What follows belongs to an exercise in optimizing a design on an open flow for small area and a short achievable clock period; a production flow would make more cautious choices.
Function was checked by simulation only, so behaviour that the tests miss may differ from the original.
Power figures rest on the tool's default switching activity, not on a simulated workload.

==> inputs of job 3989 <==
==> flow/design.v (excerpt) <==
module deflect_port_alloc
#(
  parameter int DATA_W     = 32,
  parameter int STARVE_LIM = 8
) (
  input  logic                             clk,
  input  logic                             rst,
  input  logic [NPORT-1:0][CONTROL_W-1:0]  in_control,
  input  logic [NPORT-1:0][DATA_W-1:0]     in_data,
  input  logic [NPORT-1:0][RMATRIX_W-1:0]  in_rmatrix,
  input  logic [NPORT-1:0]                 in_resource_go,
  input  logic                             inj_valid,
  input  logic [CONTROL_W-1:0]             inj_control,
  input  logic [DATA_W-1:0]                inj_data,
  input  logic [RMATRIX_W-1:0]             inj_rmatrix,
  output logic                             inj_ready,
  output logic [NPORT-1:0][CONTROL_W-1:0]  out_control,
  output logic [NPORT-1:0][DATA_W-1:0]     out_data,
  output logic                             eject_valid,
  output logic [CONTROL_W-1:0]             eject_control,
  output logic [DATA_W-1:0]                eject_data,
  output logic                             inj_starve
  ,
  output logic [15:0]                      deflect_count
);
==> module deflect_port_alloc, before the edit <==
module deflect_port_alloc
#(
  parameter int DATA_W     = 32,
  parameter int STARVE_LIM = 8
) (
  input  logic                             clk,
  input  logic                             rst,
  input  logic [NPORT-1:0][CONTROL_W-1:0]  in_control,
  input  logic [NPORT-1:0][DATA_W-1:0]     in_data,
  input  logic [NPORT-1:0][RMATRIX_W-1:0]  in_rmatrix,
  input  logic [NPORT-1:0]                 in_resource_go,
  input  logic                             inj_valid,
  input  logic [CONTROL_W-1:0]             inj_control,
  input  logic [DATA_W-1:0]                inj_data,
  input  logic [RMATRIX_W-1:0]             inj_rmatrix,
  output logic                             inj_ready,
  output logic [NPORT-1:0][CONTROL_W-1:0]  out_control,
  output logic [NPORT-1:0][DATA_W-1:0]     out_data,
  output logic                             eject_valid,
  output logic [CONTROL_W-1:0]             eject_control,
  output logic [DATA_W-1:0]                eject_data,
  output logic                             inj_starve
  ,
  output logic [15:0]                      deflect_count
);
  localparam int NSRC = NPORT + 1;               
  localparam int PW   = CONTROL_W - 1 + DATA_W;  
  logic                            full;
  logic [NPORT-1:0][NSRC-1:0]      sel_d, sel_q;    
  logic [NPORT-1:0]                ej_d, ej_q;      
  logic [NSRC-1:0][PW-1:0]         flit_q;
  logic [2:0]                      starve_cnt_d, starve_cnt_q;
  logic                            inj_starve_d, inj_starve_q;
  logic [2:0]                      n_defl;
  logic [16:0]                     defl_sum;
  logic [15:0]                     deflect_count_d, deflect_count_q;
  deflect_alloc_core u_alloc (
    .in_control     (in_control),
    .in_rmatrix     (in_rmatrix),
    .in_resource_go (in_resource_go),
    .inj_valid      (inj_valid),
    .inj_rmatrix    (inj_rmatrix),
    .full           (full),
    .sel_d          (sel_d),
    .ej_d           (ej_d),
    .n_defl         (n_defl)
  );
  assign inj_ready = !rst && inj_valid && !full;
  always_comb begin
    if (inj_valid && full) begin
      starve_cnt_d = starve_cnt_q + 3'd1;
      inj_starve_d = inj_starve_q || (starve_cnt_q == 3'(STARVE_LIM - 1));
    end else begin
      starve_cnt_d = 3'd0;
      inj_starve_d = 1'b0;
    end
    defl_sum        = {1'b0, deflect_count_q} + 17'(n_defl);
    deflect_count_d = defl_sum[16] ? 16'hFFFF : defl_sum[15:0];
  end
  always_ff @(posedge clk or posedge rst) begin
    if (rst) begin
      sel_q           <= '0;
      ej_q            <= '0;
      starve_cnt_q    <= 3'd0;
      inj_starve_q    <= 1'b0;
      deflect_count_q <= 16'd0;
    end else begin
      sel_q           <= sel_d;
      ej_q            <= ej_d;
      starve_cnt_q    <= starve_cnt_d;
      inj_starve_q    <= inj_starve_d;
      deflect_count_q <= deflect_count_d;
    end
  end
  always_ff @(posedge clk) begin
    flit_q <= {inj_control[11:0], inj_data,
               in_control[3][11:0], in_data[3], in_control[2][11:0], in_data[2],
               in_control[1][11:0], in_data[1], in_control[0][11:0], in_data[0]};
  end
  for (genvar p = 0; p < NPORT; p++) begin : g_out
    logic [PW-1:0] f;
    logic [3:0]    a;
    logic          v;
    assign f = ({PW{sel_q[p][0]}} & flit_q[0]) | ({PW{sel_q[p][1]}} & flit_q[1]) |
               ({PW{sel_q[p][2]}} & flit_q[2]) | ({PW{sel_q[p][3]}} & flit_q[3]) |
               ({PW{sel_q[p][4]}} & flit_q[4]);
    assign v = |sel_q[p];
    assign a = f[DATA_W +: 4];
    assign out_control[p] = {v, f[PW-1 -: 8], v ? ((a == AGE_MAX) ? AGE_MAX : a + 4'd1) : 4'd0};
    assign out_data[p]    = f[DATA_W-1:0];
  end
  logic [PW-1:0] ej_flit;
  assign ej_flit = ({PW{ej_q[0]}} & flit_q[0]) | ({PW{ej_q[1]}} & flit_q[1]) |
                   ({PW{ej_q[2]}} & flit_q[2]) | ({PW{ej_q[3]}} & flit_q[3]);
  assign eject_valid   = |ej_q;
  assign eject_control = {|ej_q, ej_flit[PW-1 -: CONTROL_W-1]};
  assign eject_data    = ej_flit[DATA_W-1:0];
  assign inj_starve    = inj_starve_q;
  assign deflect_count = deflect_count_q;
endmodule
export LEC_CHECK = 0
export CAP_MARGIN = 20
export CORE_MARGIN = 2
export CORE_UTILIZATION = 35
export CTS_BUF_LIST = sky130_fd_sc_hd__clkbuf_8
export PLACE_DENSITY = 0.45
export SLEW_MARGIN = 20
create_clock -name core_clock -period 40.0 [get_ports {clk}]
standard.sh (not shown) runs the stock make flow with config.mk's settings and CLKGATE_MAP_FILE= SYNTH_SCRIPT=/design/flow/synth_recipe.tcl, a recipe that flattens the netlist after the stock synthesis.
==> flow/flow/run.sh <==
#!/bin/bash
set -euo pipefail
HERE=$(pwd)
export BUFFER_PORTS_ARGS="-buffer_cell sky130_fd_sc_hd__buf_1"
export POST_RESIZE_TCL="$HERE/flow/post_resize.tcl"
bash standard.sh > standard_flow.log 2>&1
==> flow/flow/post_resize.tcl <==
# Runs inside ORFS's resize step, after repair_design. For this step only,
# inj_ready's output delay is raised so that repair_timing works on the
# input-to-inj_ready path (the design's only combinational path, and its
# critical one) until it can improve it no further. The constraint is put
# back before the step ends; later steps read the SDC file, unchanged.
set inj_port [get_ports inj_ready]
set_output_delay 31.5 -clock core_clock $inj_port
estimate_parasitics -placement
report_checks -through $inj_port -format end
repair_timing -setup -verbose
report_checks -through $inj_port
set_output_delay 8.0 -clock core_clock $inj_port
report_design_area
==> job 7764 (differences from job 3989) <==
--- a/flow/design.v
+++ b/flow/design.v
@@ -90,10 +90,11 @@
   logic [2:0]                      starve_cnt_d, starve_cnt_q;
   logic                            inj_starve_d, inj_starve_q;
   logic [2:0]                      n_defl;
   logic [16:0]                     defl_sum;
   logic [15:0]                     deflect_count_d, deflect_count_q;
+  logic [2:0]                      n_defl_q;    
   deflect_alloc_core u_alloc (
     .in_control     (in_control),
     .in_rmatrix     (in_rmatrix),
     .in_resource_go (in_resource_go),
     .inj_valid      (inj_valid),
@@ -101,35 +102,43 @@
     .full           (full),
     .sel_d          (sel_d),
     .ej_d           (ej_d),
     .n_defl         (n_defl)
   );
-  assign inj_ready = !rst && inj_valid && !full;
+  deflect_inj_ready u_ready (
+    .rst        (rst),
+    .inj_valid  (inj_valid),
+    .vld        ({in_control[3][12], in_control[2][12], in_control[1][12], in_control[0][12]}),
+    .go         (in_resource_go),
+    .inj_ready  (inj_ready)
+  );
   always_comb begin
     if (inj_valid && full) begin
       starve_cnt_d = starve_cnt_q + 3'd1;
       inj_starve_d = inj_starve_q || (starve_cnt_q == 3'(STARVE_LIM - 1));
     end else begin
       starve_cnt_d = 3'd0;
       inj_starve_d = 1'b0;
     end
-    defl_sum        = {1'b0, deflect_count_q} + 17'(n_defl);
+    defl_sum        = {1'b0, deflect_count_q} + 17'(n_defl_q);
     deflect_count_d = defl_sum[16] ? 16'hFFFF : defl_sum[15:0];
   end
   always_ff @(posedge clk or posedge rst) begin
     if (rst) begin
       sel_q           <= '0;
       ej_q            <= '0;
       starve_cnt_q    <= 3'd0;
       inj_starve_q    <= 1'b0;
       deflect_count_q <= 16'd0;
+      n_defl_q        <= 3'd0;
     end else begin
       sel_q           <= sel_d;
       ej_q            <= ej_d;
       starve_cnt_q    <= starve_cnt_d;
       inj_starve_q    <= inj_starve_d;
       deflect_count_q <= deflect_count_d;
+      n_defl_q        <= n_defl;
     end
   end
   always_ff @(posedge clk) begin
     flit_q <= {inj_control[11:0], inj_data,
                in_control[3][11:0], in_data[3], in_control[2][11:0], in_data[2],
@@ -152,11 +161,11 @@
                    ({PW{ej_q[2]}} & flit_q[2]) | ({PW{ej_q[3]}} & flit_q[3]);
   assign eject_valid   = |ej_q;
   assign eject_control = {|ej_q, ej_flit[PW-1 -: CONTROL_W-1]};
   assign eject_data    = ej_flit[DATA_W-1:0];
   assign inj_starve    = inj_starve_q;
-  assign deflect_count = deflect_count_q;
+  assign deflect_count = deflect_count_d;
 endmodule
 module deflect_alloc_core
 (
   input  logic [NPORT-1:0][CONTROL_W-1:0]  in_control,
   input  logic [NPORT-1:0][RMATRIX_W-1:0]  in_rmatrix,
@@ -185,11 +194,11 @@
   endfunction
   logic [NPORT-1:0]                vld, go;
   logic [NPORT-1:0][3:0]           age;
   logic [NPORT-1:0][NPORT-1:0]     slot;       
   logic [NPORT-1:0][RMATRIX_W-1:0] s_rm;
-  logic [NPORT-1:0]                s_fwd, s_defl;
+  logic [NPORT-1:0]                s_fwd;
   logic [NPORT:0][NPORT-1:0]       busy;
   logic [NPORT-1:0][NPORT-1:0]     s_gnt;      
   logic [NPORT-1:0]                i_gnt;
   logic                            i_defl, inj_ok;
   for (genvar i = 0; i < NPORT; i++) begin : g_in
@@ -231,11 +240,10 @@
       assign g[DIR_W] = (f[DIR_W] & !f[DIR_E]) | (!(|f) & d[DIR_W]);
       assign g[DIR_N] = (f[DIR_N] & !f[DIR_E] & !f[DIR_W]) | (!(|f) & d[DIR_N]);
       assign g[DIR_S] = (f[DIR_S] & !f[DIR_N] & !f[DIR_E] & !f[DIR_W]) | (!(|f) & d[DIR_S]);
     end
     assign s_gnt[k]  = {NPORT{s_fwd[k]}} & g;
-    assign s_defl[k] = s_fwd[k] && !(|f);
     assign busy[k+1] = busy[k] | s_gnt[k];
   end
   assign i_gnt  = inj_ok ? pick(busy[NPORT], inj_rmatrix) : '0;
   assign i_defl = inj_ok && !(|(inj_rmatrix & ~busy[NPORT]));
   for (genvar p = 0; p < NPORT; p++) begin : g_sel
@@ -243,7 +251,23 @@
       assign sel_d[p][i] = (slot[0][i] && s_gnt[0][p]) || (slot[1][i] && s_gnt[1][p]) ||
                            (slot[2][i] && s_gnt[2][p]) || (slot[3][i] && s_gnt[3][p]);
     end
     assign sel_d[p][NPORT] = i_gnt[p];
   end
-  assign n_defl = 3'(s_defl[0]) + 3'(s_defl[1]) + 3'(s_defl[2]) + 3'(s_defl[3]) + 3'(i_defl);
-endmodule
+  logic [NPORT-1:0] in_defl;
+  for (genvar i = 0; i < NPORT; i++) begin : g_defl
+    logic [NPORT-1:0] gp;
+    assign gp = {sel_d[3][i], sel_d[2][i], sel_d[1][i], sel_d[0][i]};
+    assign in_defl[i] = (|gp) && !(|(gp & in_rmatrix[i]));
+  end
+  assign n_defl = 3'(in_defl[0]) + 3'(in_defl[1]) + 3'(in_defl[2]) + 3'(in_defl[3]) + 3'(i_defl);
+endmodule
+module deflect_inj_ready
+(
+  input  logic             rst,
+  input  logic             inj_valid,
+  input  logic [NPORT-1:0] vld,
+  input  logic [NPORT-1:0] go,
+  output logic             inj_ready
+);
+  assign inj_ready = !((&vld && !(|go)) || rst || !inj_valid);
+endmodule
==> flow/flow/run.sh (replaced) <==
#!/bin/bash
# The standard layout with these changes to how it is made:
#  - synthesis is the standard flow's, except that ABC maps the logic with flow/area.abc
#    (flow/synth_area.tcl); registers are mapped before ABC, unchanged;
#  - every input and output port is buffered by a sky130_fd_sc_hd__buf_1
#    instead of the buffer buffer_ports picks by itself;
#  - after placement resizing, post_resize.tcl repairs setup timing against
#    tighter targets (see that file);
set -euo pipefail
HERE=$(pwd)
export FLOW_SYNTH_TCL="$HERE/synth_recipe.tcl"
export AREA_ABC_SCRIPT="$HERE/flow/area.abc"
export BUFFER_PORTS_ARGS="-buffer_cell sky130_fd_sc_hd__buf_1"
export POST_RESIZE_TCL="$HERE/flow/post_resize.tcl"
export CTS_ARGS="-sink_clustering_enable -repair_clock_nets -buf_list sky130_fd_sc_hd__clkbuf_16 -sink_clustering_size 28 -sink_clustering_max_diameter 90 -dont_use_dummy_load"
sed "s#SYNTH_SCRIPT=[^ ]*#SYNTH_SCRIPT=$HERE/flow/synth_area.tcl#" standard.sh > standard_area.sh
grep -q "SYNTH_SCRIPT=$HERE/flow/synth_area.tcl" standard_area.sh
bash standard_area.sh > standard_flow.log 2>&1
==> flow/flow/area.abc (new file) <==
&get -n
&st
&dch
&nf -R 1000 -p
&put
topo
stime -c
dnsize -c
==> flow/flow/post_resize.tcl (replaced) <==
# Runs inside ORFS's resize step, after repair_design. Two setup repairs
# against tighter targets than the constraints, for this step only:
#  1. inj_ready's output delay is raised so that repair_timing works on the
#     input-to-inj_ready path (the only combinational path) until it can
#     improve it no further; the output delay is then put back;
#  2. every path is repaired to a setup slack of at least 23 ns.
# Later steps read the SDC file, unchanged.
set inj_port [get_ports inj_ready]
set_output_delay 31.5 -clock core_clock $inj_port
estimate_parasitics -placement
report_checks -through $inj_port -format end
repair_timing -setup -verbose
report_checks -through $inj_port
set_output_delay 8.0 -clock core_clock $inj_port
report_checks -group_path_count 5 -format end
repair_timing -setup -setup_margin 23.3 -verbose
report_checks -group_path_count 5 -format end
report_design_area
==> flow/flow/synth_area.tcl (new file) <==
# The standard flow's synthesis script (synth_recipe.tcl, sourced below) with one change
# to how ABC maps the combinational logic: the small deflect_inj_ready
# module (inj_ready, the only combinational output) keeps ORFS's speed
# script; all other logic is mapped with flow/area.abc, an area-recovering
# script. Registers are mapped before ABC runs, so they are exactly the
# standard synthesis's.
proc abc {args} {
  set i [lsearch -exact $args -script]
  if {$i >= 0} {
    if {[catch {yosys abc {*}$args deflect_inj_ready} err]} {
      puts "speed mapping of deflect_inj_ready skipped: $err"
    }
    lset args [expr {$i + 1}] $::env(AREA_ABC_SCRIPT)
  }
  yosys abc {*}$args
}
source $::env(FLOW_SYNTH_TCL)
CORE_UTILIZATION = 45   (was 35)
CTS_BUF_LIST = unset   (was sky130_fd_sc_hd__clkbuf_8)
PLACE_DENSITY = 0.55   (was 0.45)
SYNTH_HIERARCHICAL = 1   (was unset)
SYNTH_MINIMUM_KEEP_SIZE = 0   (was unset)
==> job 9620 (differences from job 3989) <==
--- a/flow/design.v
+++ b/flow/design.v
@@ -101,11 +101,17 @@
     .full           (full),
     .sel_d          (sel_d),
     .ej_d           (ej_d),
     .n_defl         (n_defl)
   );
-  assign inj_ready = !rst && inj_valid && !full;
+  deflect_inj_ready u_ready (
+    .rst        (rst),
+    .inj_valid  (inj_valid),
+    .vld        ({in_control[3][12], in_control[2][12], in_control[1][12], in_control[0][12]}),
+    .go         (in_resource_go),
+    .inj_ready  (inj_ready)
+  );
   always_comb begin
     if (inj_valid && full) begin
       starve_cnt_d = starve_cnt_q + 3'd1;
       inj_starve_d = inj_starve_q || (starve_cnt_q == 3'(STARVE_LIM - 1));
     end else begin
@@ -245,5 +251,15 @@
     end
     assign sel_d[p][NPORT] = i_gnt[p];
   end
   assign n_defl = 3'(s_defl[0]) + 3'(s_defl[1]) + 3'(s_defl[2]) + 3'(s_defl[3]) + 3'(i_defl);
 endmodule
+module deflect_inj_ready
+(
+  input  logic             rst,
+  input  logic             inj_valid,
+  input  logic [NPORT-1:0] vld,
+  input  logic [NPORT-1:0] go,
+  output logic             inj_ready
+);
+  assign inj_ready = !((&vld && !(|go)) || rst || !inj_valid);
+endmodule
==> flow/flow/run.sh (replaced) <==
#!/bin/bash
set -euo pipefail
HERE=$(pwd)
export BUFFER_PORTS_ARGS="-buffer_cell sky130_fd_sc_hd__buf_1"
export POST_RESIZE_TCL="$HERE/flow/post_resize.tcl"
export CTS_ARGS="-sink_clustering_enable -repair_clock_nets -buf_list sky130_fd_sc_hd__clkbuf_16 -sink_clustering_size 30 -sink_clustering_max_diameter 100 -dont_use_dummy_load"
bash standard.sh > standard_flow.log 2>&1
CORE_UTILIZATION = 45   (was 35)
CTS_BUF_LIST = unset   (was sky130_fd_sc_hd__clkbuf_8)
PLACE_DENSITY = 0.55   (was 0.45)
SYNTH_HIERARCHICAL = 1   (was unset)
SYNTH_MINIMUM_KEEP_SIZE = 0   (was unset)
==> notes <==
Clock power is about the same in job 9620 and job 7764. Power: job 9620 < job 7764 < job 3989. Final cell count: job 7764 < job 9620 < job 3989. In job 3989 the critical path depth is higher than in job 9620, by 3. Against job 3989, the core utilization of job 9620 is higher by 9.9 points. Clock skew, highest first: job 7764, job 3989, job 9620. The highest synthesized cell count belongs to job 3989, the lowest to job 7764. Synthesized area, lowest first: job 7764, job 9620, job 3989. The highest first-iteration DRC count belongs to job 7764, the lowest to job 3989. Of job 3989 and job 7764, job 7764 has the higher flip-flop and latch count (gap 3). Design area: job 3989 > job 9620 > job 7764.
==> figures <==
	job 7764	job 3989	job 9620
Root buffer selected by CTS	clkbuf_16	clkbuf_8	clkbuf_16
Number of antenna violations at the first check in global routing	12	9	4
Layout buffering overhead excluding clock cells	13.80%	12.07%	13.06%
Leakage power summed over all cells	6.273 nW	6.950 nW	6.675 nW
Fraction of met1 tracks used by global routing	51.17%	43.16%	48.64%
Slew at the pin closest to its max-slew limit	1.147 ns	0.8904 ns	1.242 ns
Area growth from synthesis to final layout	23.85%	23.75%	17.65%
Detailed-route wire length	63270 um	72050 um	64080 um
Register cell area after layout	5610 sq um	5535 sq um	5540 sq um
Switching portion of total power	42.62%	41.23%	41.84%
Worst r2r src	n_defl_q[0]$_DFF_PP0_	deflect_count_q[0]$_DFF_PP0_	deflect_count_q[1]$_DFF_PP0_
Buf/Inv on CP	2	3	2
Xor and xnor area share after synthesis	1.191%	0.7507%	0.5652%
Area taken by multi-input logic gates	6790 sq um	7835 sq um	7757 sq um
Pin count of the biggest net entering global routing	48	46	47
Clock Network Area Fraction	2.263%	5.994%	2.135%
Source-to-sink clock delay at the later pin of the worst-skew pair	0.50 ns	0.61 ns	0.49 ns
Fin util	56.20%	43.71%	53.64%
Status	complete, no violations	complete, no violations	complete, no violations
Share of final-layout standard cells stronger than drive strength 1	4.167%	8.649%	7.446%
Synthesized area per cell	9.358 sq um	8.992 sq um	9.062 sq um
Area share of fa/ha/maj cells after synthesis	2.282%	1.707%	1.651%
Post-route minimum period	16.63 ns	16.96 ns	16.63 ns

-- what the ideal ports hide --
Ports are ideal in the flow. The routed layouts listed here were re-timed in OpenROAD.
Step 1: set_driving_cell puts a clkbuf_16 on clk and a buf_2 on each other input, an assumption about the parent block.
Step 2, shift: input delay + t, output delay - t, t = (earliest + latest rising clock arrival at the registers) / 2. This alone moves slack from input paths to output paths.
Three values: ideal, step 1, step 2; two values: the first two.
run | t (ns) | setup WS [ns] | worst slew at a driven data input, ns
job 3989 | 0.671 | 23.036 / 22.984 / 22.984 | 0.12
job 7764 | 0.552 | 23.375 / 23.336 / 23.336 | 0.14
job 9620 | 0.542 | 23.373 / 23.330 / 23.330 | 0.12
After both steps every run listed still meets setup and hold. For job 3989, which loses most, drivers alone change the setup slack by -0.052 ns; drivers and shift together by -0.052 ns.
